Background: an optimization exercise with open tools, aiming at small area, a short achievable clock period and few clock cycles per item. Do not read the settings as production practice. In this exercise RTL edits were held to simulation tests only and were not proved equivalent to the original. Power and IR drop assume default switching activity.

==> flow/design.v, too long to show whole: its modules and the start of the top module <==
// module cnn_fa: 10 lines
// module cnn_ha: 9 lines
// module cnn_classifier: 1678 lines
module cnn_classifier (
    input  logic                    i_clk,
    input  logic                    i_rst,
    input  logic                    i_start,
    input  logic                    i_load_valid,
    input  logic                    i_load_sel,
    input  logic [6-1:0]  i_load_addr,
    input  logic [8-1:0]  i_load_data,
    output logic                    o_busy,
    output logic                    o_done,
    output logic                    o_decision,
    output logic [8-1:0] o_history
);
  // ...
==> flow/run.sh <==
#!/bin/bash
# synth_recipe.tcl (not shown) runs the flow's synth.tcl, then flattens the netlist and writes it again
# the make line also repeats each setting of config.mk as NAME=value (left out here)
make -C /OpenROAD-flow-scripts/flow DESIGN_CONFIG=/design/flow/config.mk WORK_HOME=/design/flow/orfs CLKGATE_MAP_FILE= SYNTH_SCRIPT=/design/flow/synth_recipe.tcl finish
==> flow/config.mk <==
export PLATFORM = sky130hd
export DESIGN_NAME = cnn_classifier
export DESIGN_NICKNAME = cnn_classifier
export VERILOG_FILES = /design/flow/design.v
export SDC_FILE = /design/flow/constraint.sdc
export NUM_CORES = 4
export LEC_CHECK = 0
export CAP_MARGIN = 20
export CORE_MARGIN = 2
export CORE_UTILIZATION = 40
export SETUP_SLACK_MARGIN = 5
export SLEW_MARGIN = 20
export SYNTH_HIERARCHICAL = 1
==> flow/constraint.sdc <==
create_clock -name core_clock -period 8.0 [get_ports {i_clk}]
set_input_delay 1.6000 -clock core_clock [delete_from_list [all_inputs] [get_ports {i_clk}]]
set_output_delay 1.6000 -clock core_clock [all_outputs]
set_load 0.01 [all_outputs]
==> impl_metrics.ini, run 1 <==
[power_and_ir_drop]
top_power_group = registers
p_clk_mw = 7.22
seq_power_share_pct = 44.1

[yosys]
synth_top_area_share_pct = 38.4
synth_xor_area_share_pct = 1.23
synth_area_leaders = edfxtp_1 38%, dfxtp_1 18%, fa_1 11%
synth-edff-count = 848
synth_warnings = 7
asyncSetResetFlopFracSynth_pct = 0
synth_seq_cells = 1455
synth_common_cells = 848 x edfxtp_1, 607 x dfxtp_1, 552 x a21o_1

[finish]
clkbuf_count = 218
drive_gt1_share_pct = 8.99
instances_no_fill = 7186
multi_input_gates = 2980

[global_routing]
grt_pass1_wl_um = 257000
gr-max-usage-layer = met2
grt_overflow = 0

[run_status]
status = finished clean

[hold_path]
worstHoldPathCells = 0

[place]
place_ws_ns = 4.33

[routing]
m1WireLength_um = 72100
wl_met2_um = 78100
drt_iter0_markers = 5941
wl_met3_um = 12700

[sta]
hold_viol = 0
hold-worst-slack_ns = 0.332

[setup_path]
cp_num_buf_inv = 1
critical_path.endpoint = dsel_b[4]

[clock_tree]
path_clk_slew_ns = 0.07
ctsHoldBuffers = 0

[floorplan]
taps = 2189
num_rows = 149
Testbench counts, summed over its fixed seeds: cycles 6,984, items 96.
==> run 2, diff against run 1 <==
--- a/flow/design.v
+++ b/flow/design.v
@@ -144,26 +144,28 @@
     assign kx1 = kw[1];
     assign kx2 = kw[2];
     assign kx3 = kw[3];
     assign kx4 = kw[4];
     assign kx5 = kw[5];
     assign kx6 = kw[6];
     assign kx7 = kw[7];
     assign kx8 = kw[8];
+    logic [9:0] ld_data3;
+    assign ld_data3 = {ld_data[7], ld_data, 1'b0} + {{2{ld_data[7]}}, ld_data};
     always_ff @(posedge i_clk) begin
-        k3_0 <= {kx0[7], kx0, 1'b0} + {{2{kx0[7]}}, kx0};
-        k3_1 <= {kx1[7], kx1, 1'b0} + {{2{kx1[7]}}, kx1};
-        k3_2 <= {kx2[7], kx2, 1'b0} + {{2{kx2[7]}}, kx2};
-        k3_3 <= {kx3[7], kx3, 1'b0} + {{2{kx3[7]}}, kx3};
-        k3_4 <= {kx4[7], kx4, 1'b0} + {{2{kx4[7]}}, kx4};
-        k3_5 <= {kx5[7], kx5, 1'b0} + {{2{kx5[7]}}, kx5};
-        k3_6 <= {kx6[7], kx6, 1'b0} + {{2{kx6[7]}}, kx6};
-        k3_7 <= {kx7[7], kx7, 1'b0} + {{2{kx7[7]}}, kx7};
-        k3_8 <= {kx8[7], kx8, 1'b0} + {{2{kx8[7]}}, kx8};
+        if (ld_wgt && (ld_addr == 6'd0)) k3_0 <= ld_data3;
+        if (ld_wgt && (ld_addr == 6'd1)) k3_1 <= ld_data3;
+        if (ld_wgt && (ld_addr == 6'd2)) k3_2 <= ld_data3;
+        if (ld_wgt && (ld_addr == 6'd3)) k3_3 <= ld_data3;
+        if (ld_wgt && (ld_addr == 6'd4)) k3_4 <= ld_data3;
+        if (ld_wgt && (ld_addr == 6'd5)) k3_5 <= ld_data3;
+        if (ld_wgt && (ld_addr == 6'd6)) k3_6 <= ld_data3;
+        if (ld_wgt && (ld_addr == 6'd7)) k3_7 <= ld_data3;
+        if (ld_wgt && (ld_addr == 6'd8)) k3_8 <= ld_data3;
     end
     logic [19:0] acc_s, acc_c, acc_in_s, acc_in_c;
     logic [11:0] fsel_c;
     logic [7:0]  dwt_c;
     logic [9:0]  dwt3_c;
     logic        wc;
     logic l0_1;
     logic l0_2;
@@ -1630,22 +1632,29 @@
     logic [19:0] wsum_x;
     assign wsum_x = ~(wsum_s + wsum_c);
     logic [7:0] feat_b;
     always_comb begin
         if (wsum_x[19:12] > 8'd160) feat_b = 8'hff;
         else if (wsum_x[19:12] == 8'd160 && wsum_x[11:0] != 12'd0) feat_b = wsum_x[11:4];
         else feat_b = '0;
     end
+    logic [5:0] row_oh, col_oh;
+    always_ff @(posedge i_clk) begin
+        for (int r = 0; r < 6; r++) begin
+            row_oh[r] <= !i_rst && (head_n_nx[5:3] == 3'(r + 2));
+            col_oh[r] <= !i_rst && (head_n_nx[2:0] == 3'(r + 2));
+        end
+    end
     logic [7:0] dsel_a;
     always_comb begin
         dsel_a = '0;
         for (int r = 0; r < 6; r++)
             for (int c = 0; c < 6; c++)
-                if (head_n[5:3] == 3'(r + 2) && head_n[2:0] == 3'(c + 2)) dsel_a = dw[r * 6 + c];
+                dsel_a = dsel_a | ({8{row_oh[r] && col_oh[c]}} & dw[r * 6 + c]);
     end
     assign acc_in_s = fc ? 20'd530432 : acc_s;
     assign acc_in_c = fc ? 20'd0 : acc_c;
     always_ff @(posedge i_clk) begin
         if (i_rst) begin
             vb <= 1'b0;
             vc <= 1'b0;
         end else begin
@@ -1687,11 +1696,17 @@
     end
     logic busy_o, done_o;
     always_ff @(posedge i_clk) begin
         busy_o <= busy_nx;
         done_o <= !i_rst && !done_r && fin;
     end
     assign o_busy     = busy_o;
     assign o_done     = done_o;
-    assign o_decision = dec_r;
-    assign o_history  = hist_r;
+    logic [7:0] hist_o;
+    always_ff @(posedge i_clk) begin
+        if (i_rst) hist_o <= '0;
+        else if (!done_r && fin) hist_o <= {hist_r[6:0], (acc > 0)};
+        else hist_o <= hist_r;
+    end
+    assign o_decision = hist_o[0];
+    assign o_history  = hist_o;
 endmodule
==> run 2 against run 1 <==
Net effect:
- clock skew shrank 0.020 ns
- final area fell by 3.6%
- core utilization is 0.31 points higher
- power is 2.3% higher
- global-route usage is 0.53 points lower
- sequential power hardly changed
- largest cell class unchanged
==> impl_metrics.ini, run 2 <==
[run_status]
status = finished clean

[global_routing]
grt.total_usage_pct = 19.1
grt_max_degree = 105
antenna_found_initial = 5
grt_overflow = 0
grt_pass1_vias = 38687
grt_pass1_wl_um = 239000

[sta]
hold_viol = 0
rsz0062_at_grt = true
setup_ws_ns = 4.90
fin_worst_skew_ns = 0.0392
hold-worst-slack_ns = 0.338
slew_violations = 0
setup_viol = 0
timing.fmax_mhz = 322
tightest_slew_ns = 1.19
slew_headroom_pct = 20.6
finalCriticalPeriod_ns = 3.10
fin_crit_sh_pct = 38.8
setup_tns_ns = 0

[setup_path]
rr_worst_depth = 11
start_kind = register
critPathMaxFanout = 4
r2r_setup_slack_ns = 4.90
end_kind = register
r2r-start = wsum_c[1]
required_ns = 8.63
worstPathArrival_ns = 3.74
worstSetupStartpoint = wsum_c[1]
crit_type = register to register
r2r_end = fsel_c[2]

[clock_tree]
clk_latency_ns = 0.81
cts_tree = yes
cts-root-buf = clkbuf_16
numCtsBuffers = 152
ctsHoldBuffers = 0
path_clk_slew_ns = 0.06
clock_path_buffers = 3
h-tree-depth = 4
cts_sinks = 1458

[yosys]
synth_cells = 4403
ys.flop_type = edfxtp_1
synth_area_um2 = 63300
yosys.area.top_type = edfxtp_1
synth_top_area_share_pct = 43.6
synth.avg_cell_area_um2 = 14.4
synth-edff-count = 920
synth_area_leaders = edfxtp_1 44%, dfxtp_1 17%, fa_1 12%
synth_seq_cells = 1458
ys_seq_area_share_pct = 60.6
asyncSetResetFlopFracSynth_pct = 0
yosysMostFrequentCell = edfxtp_1
synth_common_cells = 920 x edfxtp_1, 538 x dfxtp_1, 496 x a21o_1
synth_warnings = 7
yosysUniqueCellTypes = 78

[finish]
layout.cells.most_common = edfxtp_1
largest_register_ffs = 512
num_antenna_cells = 0
drive_gt1_share_pct = 10.6
final_nets = 4874
instances_no_fill = 6529
largest_register = ring
area_growth_syn_to_layout_pct = 12.7
layout_common_cells = 920 x edfxtp_1, 508 x dfxtp_1, 495 x a21o_1
reg.largest.list = ring: 512 flops, dw: 288 flops, kw: 72 flops
fin_util_pct = 45.2

[routing]
wirelength_um = 158000
dr.pass1.iters = 14
num_vias = 37965
post_drt_wl_per_cell_um = 24.2
vias_per_cell = 5.81
drt_iter0_markers = 4925
ant_nets = 0
drc = 0

[floorplan]
ios = 30
initial_utilization_pct = 40.1
die_area_um2 = 162000
core-area_um2 = 158000
chipWidth_um = 402
num_rows = 146
die_h_um = 402

[place]
place_ws_ns = 4.28
gp_congestion = 0.837
dp_hpwl_um = 100000
placed_cells = 6231
port_buffers = 29

[hold_path]
hold_path_class = register to register
whs_endpoint = fc
worstHoldPathCells = 0
hp-start = fb

[power_and_ir_drop]
p_per_area_nw_per_um2 = 322
peakVddDrop_mv = 0.241
power_leakage_nw = 27.5

[job]
drv_cap = 0
[run 2: changes by cell type after synthesis, sizes merged, moves of 43 or more]
cell	delta
inv	-43
a22oi	+51
edfxtp	+72
dfxtp	-69
a21oi	-80
a21o	-55
ha	-60
nand2	-72
[run 2: cells by family (layout without fill, tap and decap cells)]
kind of cell,count (synthesis),after routing,synth area share (%)
flip-flops,1458,1458,60.6
AO/OA/AOI/OAI,1270,1273,15.6
AND/OR/NAND/NOR,557,557,4.50
adder cells (fa/ha/maj),528,528,14.8
buffers and inverters,477,522,2.86
XOR/XNOR,61,61,0.844
multiplexers,50,50,0.808
other,2,8,0.0119
[run 2: repair_timing]
item	in CTS	in global routing
setup buffers	8	2
pin swaps	13	11
cloned	2	1
resized for setup	81	41
setup endpoints to repair	513	418
[run 2: worst max-delay path, stage by stage (launching register included)]
cell	delay, ns
dfxtp_2	0.33
ha_4	0.16
fa_2	0.37
a211oi_4	0.25
o21ai_4	0.13
o211ai_1	0.19
a32oi_1	0.08
or4b_4	0.58
or3_4	0.36
a32oi_4	0.23
buf_12	0.17
o31ai_2	0.07
[run 2: per-layer routing]
layer / part of all wire [%] / track usage [%] / vias up
li1: - / - / 16597
met3: 8.0 / 3.37 / 293
met5: 0.017 / 0 / -
met1: 44 / 27.0 / 19244
met4: 2.5 / 6.05 / 4
met2: 46 / 30.0 / 1827
[run 2: metrics by stage]
stage / power, mW / instance area (µm²)
final: 23.0 / 71400
after global routing: 24.3 / 71400
after CTS: 23.1 / 71200
after detailed placement: 15.6 / 65600
after global placement: 15.4 / 65600
after floorplan: 13.6 / 63400
[run 2: cell type report]
type,count,area [µm²]
sequential,1458,38400
inverter,106,398
clock buffer,208,4290
tap,2072,2590
fill,13911,86500
multi-input combinational,2477,23500
timing repair buffer,132,1130
clock inverter,76,1010
[run 2: modules after synthesis, one instance, submodules excluded]
module,flip-flops and latches,times used,cells inside
cnn_fa,0,363,1
cnn_ha,0,95,1
cnn_classifier,1458,1,3945
[run 2: worst max-delay path by stage]
stage | cells past startpoint | to | slack, ns
final | 11 | fsel_c[2] | 4.90
after global routing | 11 | fsel_c[2] | 4.81
after CTS | 1 | o_decision | 4.85
after detailed placement | 5 | sel_in[6] | 4.28
after global placement | 5 | sel_in[10] | 4.35
after floorplan | 10 | fsel_c[11] | 5.09
[run 2: where the power goes]
group	leakage, nW	total [mW]	switching [mW]	internal, mW
registers	13.1	9.93	0.619	9.31
logic	11.9	5.72	3.27	2.46
clock network	2.57	7.34	3.04	4.30
total	27.5	23.0	6.93	16.1
Testbench counts of run 2, summed over its fixed seeds: cycles 6,984, items 96.
==> run 3, diff against run 2 <==
--- a/flow/config.mk
+++ b/flow/config.mk
@@ -9,4 +9,6 @@
 export CORE_MARGIN = 2
 export CORE_UTILIZATION = 40
+export CTS_CLUSTER_DIAMETER = 80
+export CTS_CLUSTER_SIZE = 30
 export SETUP_SLACK_MARGIN = 5
 export SLEW_MARGIN = 20
==> run 3 against run 2 <==
Net effect:
- non-clock buffer count up 1
- global-route usage fell by 0.36 points
- first-iteration DRC count rose by 8.5%
- critical path depth did not move
- cell count shrank 2.3%
- largest power group unchanged
- die area is the same
- synthesized cell count stayed put
- worst setup slack improved by 0.039 ns
- final area down 3.8%
- count of clock-buffer cells in the layout decreased by 121
- combinational power hardly changed
==> impl_metrics.ini, run 3 <==
[run_status]
status = finished clean

[clock_tree]
clk_latency_ns = 0.73
clock_path_buffers = 3
h-tree-depth = 3
cts-root-buf = clkbuf_16
path_clk_slew_ns = 0.11
ctsHoldBuffers = 0
cts_tree = yes
numCtsBuffers = 74
cts_sinks = 1458

[setup_path]
max_stage_delay_ns = 0.58
path_common_cell = o21ai_4
start_kind = register
crit_family = compound AO/OA/AOI/OAI gates
worstPathArrival_ns = 3.65
required_ns = 8.58
cp_num_buf_inv = 1
critPathMaxFanout = 4
cp_slowest_cell = or4b_4
r2r-start = wsum_s[1]
end_kind = register
rr_worst_depth = 11
r2r_setup_slack_ns = 4.94
r2r_end = fsel_c[5]
path_cells = ha_4, fa_2, a211oi_4, o21ai_4, o21ai_4, a32oi_1, or4b_4, or3_4, a32oi_4, buf_12, o31ai_2
crit_type = register to register

[yosys]
ys.flop_type = edfxtp_1
yosysMostFrequentCell = edfxtp_1
yosysUniqueCellTypes = 78
ys_seq_area_share_pct = 60.6
synth_seq_cells = 1458
synth-edff-count = 920
yosys.area.top_type = edfxtp_1
synth.avg_cell_area_um2 = 14.4
synth_common_cells = 920 x edfxtp_1, 538 x dfxtp_1, 496 x a21o_1
synth_area_um2 = 63300
synth_top_area_share_pct = 43.6
synth_cells = 4403
asyncSetResetFlopFracSynth_pct = 0
synth_warnings = 7
synth_area_leaders = edfxtp_1 44%, dfxtp_1 17%, fa_1 12%

[power_and_ir_drop]
peakVddDrop_mv = 0.172
p_total_mw = 20.2
power_leakage_nw = 26.2
p_per_area_nw_per_um2 = 295

[hold_path]
hp-start = fb
whs_endpoint = fc
hold_path_class = register to register
worstHoldPathCells = 0

[floorplan]
num_rows = 146
initial_utilization_pct = 40.1
die_area_um2 = 162000
die_h_um = 402
ios = 30
chipWidth_um = 402
core-area_um2 = 158000

[sta]
setup_tns_ns = 0
fin_worst_skew_ns = 0.0656
rsz0062_at_grt = true
slew_violations = 0
finalCriticalPeriod_ns = 3.06
fin_crit_sh_pct = 38.3
hold_viol = 0
tightest_slew_ns = 1.19
slew_headroom_pct = 20.6
setup_viol = 0
timing.fmax_mhz = 327

[routing]
drt_iter0_markers = 5346
post_drt_wl_per_cell_um = 24.4
ant_nets = 0
wirelength_um = 156000
num_vias = 37510
vias_per_cell = 5.88
dr.pass1.iters = 15
drc = 0

[job]
drv_cap = 0

[finish]
reg.largest.list = ring: 512 flops, dw: 288 flops, kw: 72 flops
area_growth_syn_to_layout_pct = 8.43
layout_common_cells = 920 x edfxtp_1, 507 x dfxtp_1, 495 x a21o_1
final_nets = 4797
instances_no_fill = 6382
drive_gt1_share_pct = 8.40
largest_register = ring
largest_register_ffs = 512
layout.cells.most_common = edfxtp_1
final_area_um2 = 68700

[global_routing]
grt_pass1_vias = 37765
grt_pass1_wl_um = 235000
antenna_found_initial = 4
grt.total_usage_pct = 18.8
grt_overflow = 0
grt_max_degree = 105

[place]
placed_cells = 6231
dpl-instance-area_um2 = 65600
gp_congestion = 0.837
port_buffers = 29
dp_hpwl_um = 100000
run 3: Yosys stat by module, one instance, submodules excluded:
module / flops+latches / area (µm²)
cnn_classifier: 1458 / 54900
cnn_ha: 0 / 12.5
cnn_fa: 0 / 20.0
run 3: worst max path at each step:
stage                          from         end  slack, ns  cells after the start
final                     wsum_s[1]   fsel_c[5]       4.94                     11
after global routing      wsum_s[1]   fsel_c[5]       4.82                     11
after CTS                 wsum_s[1]   fsel_c[2]       4.88                     11
after detailed placement      i_rst   sel_in[6]       4.28                      5
after global placement        i_rst  sel_in[10]       4.35                      5
after floorplan           wsum_s[1]  fsel_c[11]       5.09                     10
run 3: layer usage:
layer | share of wire, % | GRT usage (%) | vias up | wire length [µm]
li1 | - | - | 16367 | -
met1 | 44 | 26.9 | 19110 | 68400
met2 | 46 | 29.7 | 1763 | 71500
met3 | 7.9 | 2.53 | 268 | 12400
met4 | 2.3 | 5.76 | 2 | 3660
met5 | 0.012 | 0 | - | 19
run 3: metrics by stage:
stage	hold slack (ns)	setup WS [ns]	utilization (%)
3_5_place_dp	0.318	4.28	41.6
2_1_floorplan	0.310	5.09	-
6_report	0.342	4.94	43.5
5_1_grt	0.356	4.82	43.5
4_1_cts	0.345	4.88	43.4
3_3_place_gp	0.315	4.35	41.5
run 3: power breakdown:
group	switching (mW)	total, mW	internal [mW]
logic	3.26	5.73	2.46
clock network	2.64	4.60	1.96
registers	0.619	9.91	9.29
total	6.53	20.2	13.7
run 3: cells by family (layout without fill, tap and decap cells):
kind of cell | after synthesis | in the layout | synth area share [%]
flip-flops | 1458 | 1458 | 60.6
AO/OA/AOI/OAI | 1270 | 1273 | 15.6
AND/OR/NAND/NOR | 557 | 557 | 4.50
adder cells (fa/ha/maj) | 528 | 528 | 14.8
buffers and inverters | 477 | 374 | 2.86
XOR/XNOR | 61 | 61 | 0.844
multiplexers | 50 | 50 | 0.808
other | 2 | 9 | 0.0119
run 3: final cells by class:
| class | instances | area (µm²) |
|---|---|---|
| Antenna cell | 1 | 2.50 |
| Clock buffer | 87 | 1950 |
| Clock inverter | 48 | 608 |
| Fill cell | 14131 | 89200 |
| Inverter | 106 | 398 |
| Multi-Input combinational cell | 2477 | 23500 |
| Sequential cell | 1458 | 38400 |
| Tap cell | 2072 | 2590 |
| Timing Repair Buffer | 133 | 1140 |
run 3: repair_timing:
| action | in CTS | in global routing |
|---|---|---|
| cloned | 2 | 1 |
| pin swaps | 13 | 11 |
| resized for setup | 70 | 40 |
| buffers inserted | 6 | 6 |
| setup endpoints to repair | 531 | 431 |

## re-timing with driven ports
How much do the figures lean on ideal ports? The routed layouts below were timed once more, with nothing changed but the port constraints. Step 1 assumes that a clkbuf_16 drives the clock port and a buf_2 every other input. Step 2, shift: input delay + t, output delay - t, t = (earliest + latest rising clock arrival at the registers) / 2. This alone moves slack from input paths to output paths. Slacks: ideal / step 1 / step 2; pairs: ideal / step 1.
run	t (ns)	setup slack, ns	hold WS [ns]	worst setup path at the end	worst slew at a driven data input, ns
run 1	0.867	4.989 / 4.981 / 4.259	0.332 / 0.332 / 0.332	input to register	0.10
run 2	0.868	4.899 / 4.899 / 4.493	0.338 / 0.338 / 0.338	input to register	0.15
run 3	0.779	4.938 / 4.938 / 4.516	0.342 / 0.342 / 0.342	input to register	0.15
After both steps setup and hold are still met in every run listed. For run 1, which loses most, drivers alone change the setup slack by -0.008 ns; drivers and shift together by -0.730 ns.
